From an optimization exercise on the open Yosys and OpenROAD flow, aimed at a short achievable clock period and few clock cycles per item; shortcuts taken in it are not production practice.
Only simulation tests tie the RTL to the original design; equivalence was not proved.
No activity file was given, so power comes from the tool's default toggle rates.

==> inputs of run a <==
## dlx_core
module dlx_core (
    input  logic  clk,
    input  logic  arst_n,
    output dlx_pkg::word_t imem_addr,
    input  dlx_pkg::word_t imem_data,
    output dlx_pkg::word_t dmem_addr,
    output dlx_pkg::word_t dmem_wdata,
    output logic  dmem_we,
    input  dlx_pkg::word_t dmem_rdata
);
    logic        stall;
    logic [31:0] pc, pc_inc;
    logic        f_stall;
    dlx_inc4 u_inc (.a(pc), .y(pc_inc));
    always_ff @(posedge clk) begin
        if (!arst_n)       pc <= 32'h0000_0000;
        else if (!f_stall) pc <= pc_inc;
    end
    assign imem_addr = pc;
    logic [5:0]  f_op, f_fn;
    logic [4:0]  f_rs, f_rt, f_dest;
    logic        f_rtype;
    logic        f_add, f_sub, f_and, f_or, f_xor, f_sll, f_srl, f_slt;
    logic        f_addi, f_andi, f_ori, f_xori, f_lw, f_sw;
    logic        f_rvalid, f_valid, f_wr, f_use_b;
    logic [31:0] f_imm;
    logic        f_hit_ea, f_hit_eb, f_hit_ma, f_hit_mb;
    logic [31:0] f_sel_a, f_sel_b;
    logic        d_wr, d_ld, d_st;
    logic        d_stb;
    logic [4:0]  d_dest;
    logic        e_wr, e_ld, e_st;
    logic [4:0]  e_dest;
    assign f_op    = imem_data[31:26];
    assign f_fn    = imem_data[5:0];
    assign f_rs    = imem_data[25:21];
    assign f_rt    = imem_data[20:16];
    assign f_rtype = f_op == 6'h00;
    assign f_add   = f_rtype && f_fn == 6'h20;
    assign f_sub   = f_rtype && f_fn == 6'h22;
    assign f_and   = f_rtype && f_fn == 6'h24;
    assign f_or    = f_rtype && f_fn == 6'h25;
    assign f_xor   = f_rtype && f_fn == 6'h26;
    assign f_sll   = f_rtype && f_fn == 6'h04;
    assign f_srl   = f_rtype && f_fn == 6'h06;
    assign f_slt   = f_rtype && f_fn == 6'h2a;
    assign f_addi  = f_op == 6'h08;
    assign f_andi  = f_op == 6'h0c;
    assign f_ori   = f_op == 6'h0d;
    assign f_xori  = f_op == 6'h0e;
    assign f_lw    = f_op == 6'h23;
    assign f_sw    = f_op == 6'h2b;
  ...
make LEC_CHECK=0 ABC_CLOCK_PERIOD_IN_PS=2000 CAP_MARGIN=20 CORE_MARGIN=2 CORE_UTILIZATION=55 CTS_CLUSTER_DIAMETER=60 CTS_CLUSTER_SIZE=30 PLACE_DENSITY=0.7 SETUP_SLACK_MARGIN=3.7 SLEW_MARGIN=20 SYNTH_HIERARCHICAL=1 finish   # period 6.0 ns
run.sh (not shown) runs the stock make flow with config.mk's settings and CLKGATE_MAP_FILE= SYNTH_SCRIPT=/design/flow/synth_recipe.tcl, a recipe that flattens the netlist after the stock synthesis.
==> run b (differences from run a) <==
--- a/flow/design.v
+++ b/flow/design.v
@@ -190,36 +190,38 @@
     output logic [31:0] g,
     output logic [31:0] t,
     output logic [31:0] p,
     output logic [31:0] sum,
     output logic [31:0] sum2,
     output logic [31:0] sum_b,
     output logic        lt
 );
-    logic [31:0] a_n, b_n, c_n, pb;
+    logic [31:0] a_n, b_n, a_n2, b_n2, c_n, pb;
     logic        a31;
     for (genvar i = 0; i < 32; i++) begin : g_bit
         dlx_aoi21  u_an (.a1(la[i]), .a2(rd[i]), .b1(a[i]), .y(a_n[i]));
         dlx_aoi21  u_bn (.a1(lb[i]), .a2(rd[i]), .b1(b[i]), .y(b_n[i]));
+        dlx_aoi21  u_an2 (.a1(la[i]), .a2(rd[i]), .b1(a[i]), .y(a_n2[i]));
+        dlx_aoi21  u_bn2 (.a1(lb[i]), .a2(rd[i]), .b1(b[i]), .y(b_n2[i]));
         dlx_nor2  u_g  (.a(a_n[i]), .b(b_n[i]), .y(g[i]));
         dlx_nand2 u_t  (.a(a_n[i]), .b(b_n[i]), .y(t[i]));
-        dlx_xor2  u_p  (.a(a_n[i]), .b(b_n[i]), .y(p[i]));
+        dlx_xor2  u_p  (.a(a_n2[i]), .b(b_n2[i]), .y(p[i]));
         dlx_xor2  u_pb (.a(p[i]), .b(inv_next), .y(pb[i]));
         dlx_xnor2 u_s  (.a(p[i]), .b(c_n[i]), .y(sum[i]));
         dlx_xnor2 u_s2 (.a(p[i]), .b(c_n[i]), .y(sum2[i]));
         dlx_xnor2 u_sb (.a(pb[i]), .b(c_n[i]), .y(sum_b[i]));
     end
     dlx_carry u_carry (
         .g   (g),
         .t   (t),
         .cin (cin),
         .c_n (c_n)
     );
-    dlx_inv  u_a31 (.a(a_n[31]), .y(a31));
+    dlx_inv  u_a31 (.a(a_n2[31]), .y(a31));
     dlx_mux2 u_lt  (.a(a31), .b(c_n[31]), .s(p[31]), .y(lt));
 endmodule
 module dlx_nand2b (input logic a_n, input logic b, output logic y);
     assign y = ~(~a_n & b);
 endmodule
 module dlx_o221a (input logic a1, input logic a2, input logic b1, input logic b2,
                   input logic c1, output logic y);
     assign y = (a1 | a2) & (b1 | b2) & c1;
@@ -358,16 +360,17 @@
     logic [4:0]  f_rs, f_rt, f_dest;
     logic        f_rtype;
     logic        f_add, f_sub, f_and, f_or, f_xor, f_sll, f_srl, f_slt;
     logic        f_addi, f_andi, f_ori, f_xori, f_lw, f_sw;
     logic        f_rvalid, f_valid, f_wr, f_use_b;
     logic [31:0] f_imm;
     logic        f_hit_ea, f_hit_eb, f_hit_ma, f_hit_mb;
     logic [31:0] f_sel_a, f_sel_b;
+    logic [31:0] d_wsel, e_wsel;
     logic        d_wr, d_ld, d_st;
     logic        d_stb;
     logic [4:0]  d_dest;
     logic        e_wr, e_ld, e_st;
     logic [4:0]  e_dest;
     assign f_op    = imem_data[31:26];
     assign f_fn    = imem_data[5:0];
     assign f_rs    = imem_data[25:21];
@@ -396,28 +399,27 @@
     assign f_hit_ea = f_valid && d_wr && !stall && f_rs == d_dest;
     assign f_hit_eb = f_use_b && d_wr && !stall && f_rt == d_dest;
     assign f_hit_ma = f_valid && e_wr && f_rs == e_dest && !f_hit_ea;
     assign f_hit_mb = f_use_b && e_wr && f_rt == e_dest && !f_hit_eb;
     assign f_stall  = (d_stb && f_hit_eb && (f_sub || f_slt))
                    || (d_ld && (f_sll || f_srl) && (f_hit_ea || f_hit_eb));
     always_comb begin
         for (int i = 1; i < 32; i++) begin
-            f_sel_a[i] = f_rs == 5'(i) && !f_hit_ma;
-            f_sel_b[i] = f_rt == 5'(i) && !f_hit_mb;
+            f_sel_a[i] = f_rs == 5'(i) && !(e_wsel[i] && !(d_wsel[i] && !stall));
+            f_sel_b[i] = f_rt == 5'(i) && !(e_wsel[i] && !(d_wsel[i] && !stall));
         end
         f_sel_a[0] = f_hit_ma;
         f_sel_b[0] = f_hit_mb;
     end
     logic        d_use_imm, d_inv, d_rtype_b;
     logic        d_sum, d_and, d_or, d_xor, d_sll, d_srl, d_slt;
     logic [31:0] d_imm;
     logic        d_hit_ea, d_hit_eb, d_hit_ma, d_hit_mb;
     logic [31:0] d_sel_a, d_sel_b;
-    logic [31:0] d_wsel;
     always_ff @(posedge clk or negedge arst_n) begin
         if (!arst_n) begin
             stall <= 1'b0;
             d_wr  <= 1'b0;
             d_ld  <= 1'b0;
             d_st  <= 1'b0;
         end else begin
             stall <= f_stall;
@@ -469,17 +471,16 @@
     assign d_op_b  = rf_b;
     assign d_b_alu = d_op_b ^ {32{d_inv}};
     logic [31:0] e_a, e_b, e_s, e_la, e_ra;
     logic [4:0][3:0] e_lb, e_rb;
     logic        e_inv;
     logic [7:0]  e_la_a, e_la_b;
     logic        e_sum, e_and, e_or, e_xor, e_sll, e_srl, e_slt;
     logic        e_ls, e_mem;
-    logic [31:0] e_wsel;
     logic        d_fa, d_fb, d_fs;
     assign d_fa = d_hit_ea && !e_ld;
     assign d_fb = d_hit_eb && d_rtype_b && !e_ld;
     assign d_fs = d_hit_eb && !e_ld;
     always_ff @(posedge clk or negedge arst_n) begin
         if (!arst_n) begin
             e_wr   <= 1'b0;
             e_ld   <= 1'b0;
CTS_CLUSTER_DIAMETER = 100   (was 60)
CTS_CLUSTER_SIZE = 20   (was 30)
==> summary.txt <==
CP required=4.80 ns; Max stage delay cell, worst path=dfxtp_4; Tightest Pin Transition=1.23 ns; clock power share=35.3%; Met1 Wirelength=125,000 µm; global-route wire length before repair=482,000 µm; run status=no timing/DRC/antenna violations; cts bufs inserted=86
the above is filed under run b

==> summary.txt <==
run status=no timing/DRC/antenna violations; CP required=6.66 ns; Tightest Pin Transition=1.18 ns; Met1 Wirelength=126,000 µm; Max stage delay cell, worst path=or4_4; clock power share=44.2%; Inverters excl. clock=110; RSZ-0062 raised after global routing=yes; global-route wire length before repair=470,000 µm; cts bufs inserted=134; first-iteration detailed-routing DRC count=9,608
the above is filed under run a

Testbench counts of run a, summed over its fixed seeds: cycles 40,235, instrs 39,888.
Testbench counts of run b, summed over its fixed seeds: cycles 40,235, instrs 39,888.

## separate check: timing with driven ports
Ports are ideal in the flow. The routed layouts listed here were re-timed in OpenROAD. Step 1: set_driving_cell puts a clkbuf_16 on clk and a buf_2 on each other input, an assumption about the parent block. Step 2, shift: input delay + t, output delay - t, t = (earliest + latest rising clock arrival at the registers) / 2. This alone moves slack from input paths to output paths. Slacks: ideal / step 1 / step 2; pairs: ideal / step 1.
run | shift t [ns] | setup slack, ns | hold slack, ns
run a | 0.881 | 3.418 / 3.383 / 2.578 | 0.334 / 0.323 / 0.334
run b | 0.831 | 3.461 / 3.379 / 2.717 | 0.329 / 0.329 / 0.329
After both steps setup and hold are still met in every run listed. The setup slack of run a, which loses most, moves by -0.035 ns with the drivers and by -0.840 ns with both steps.
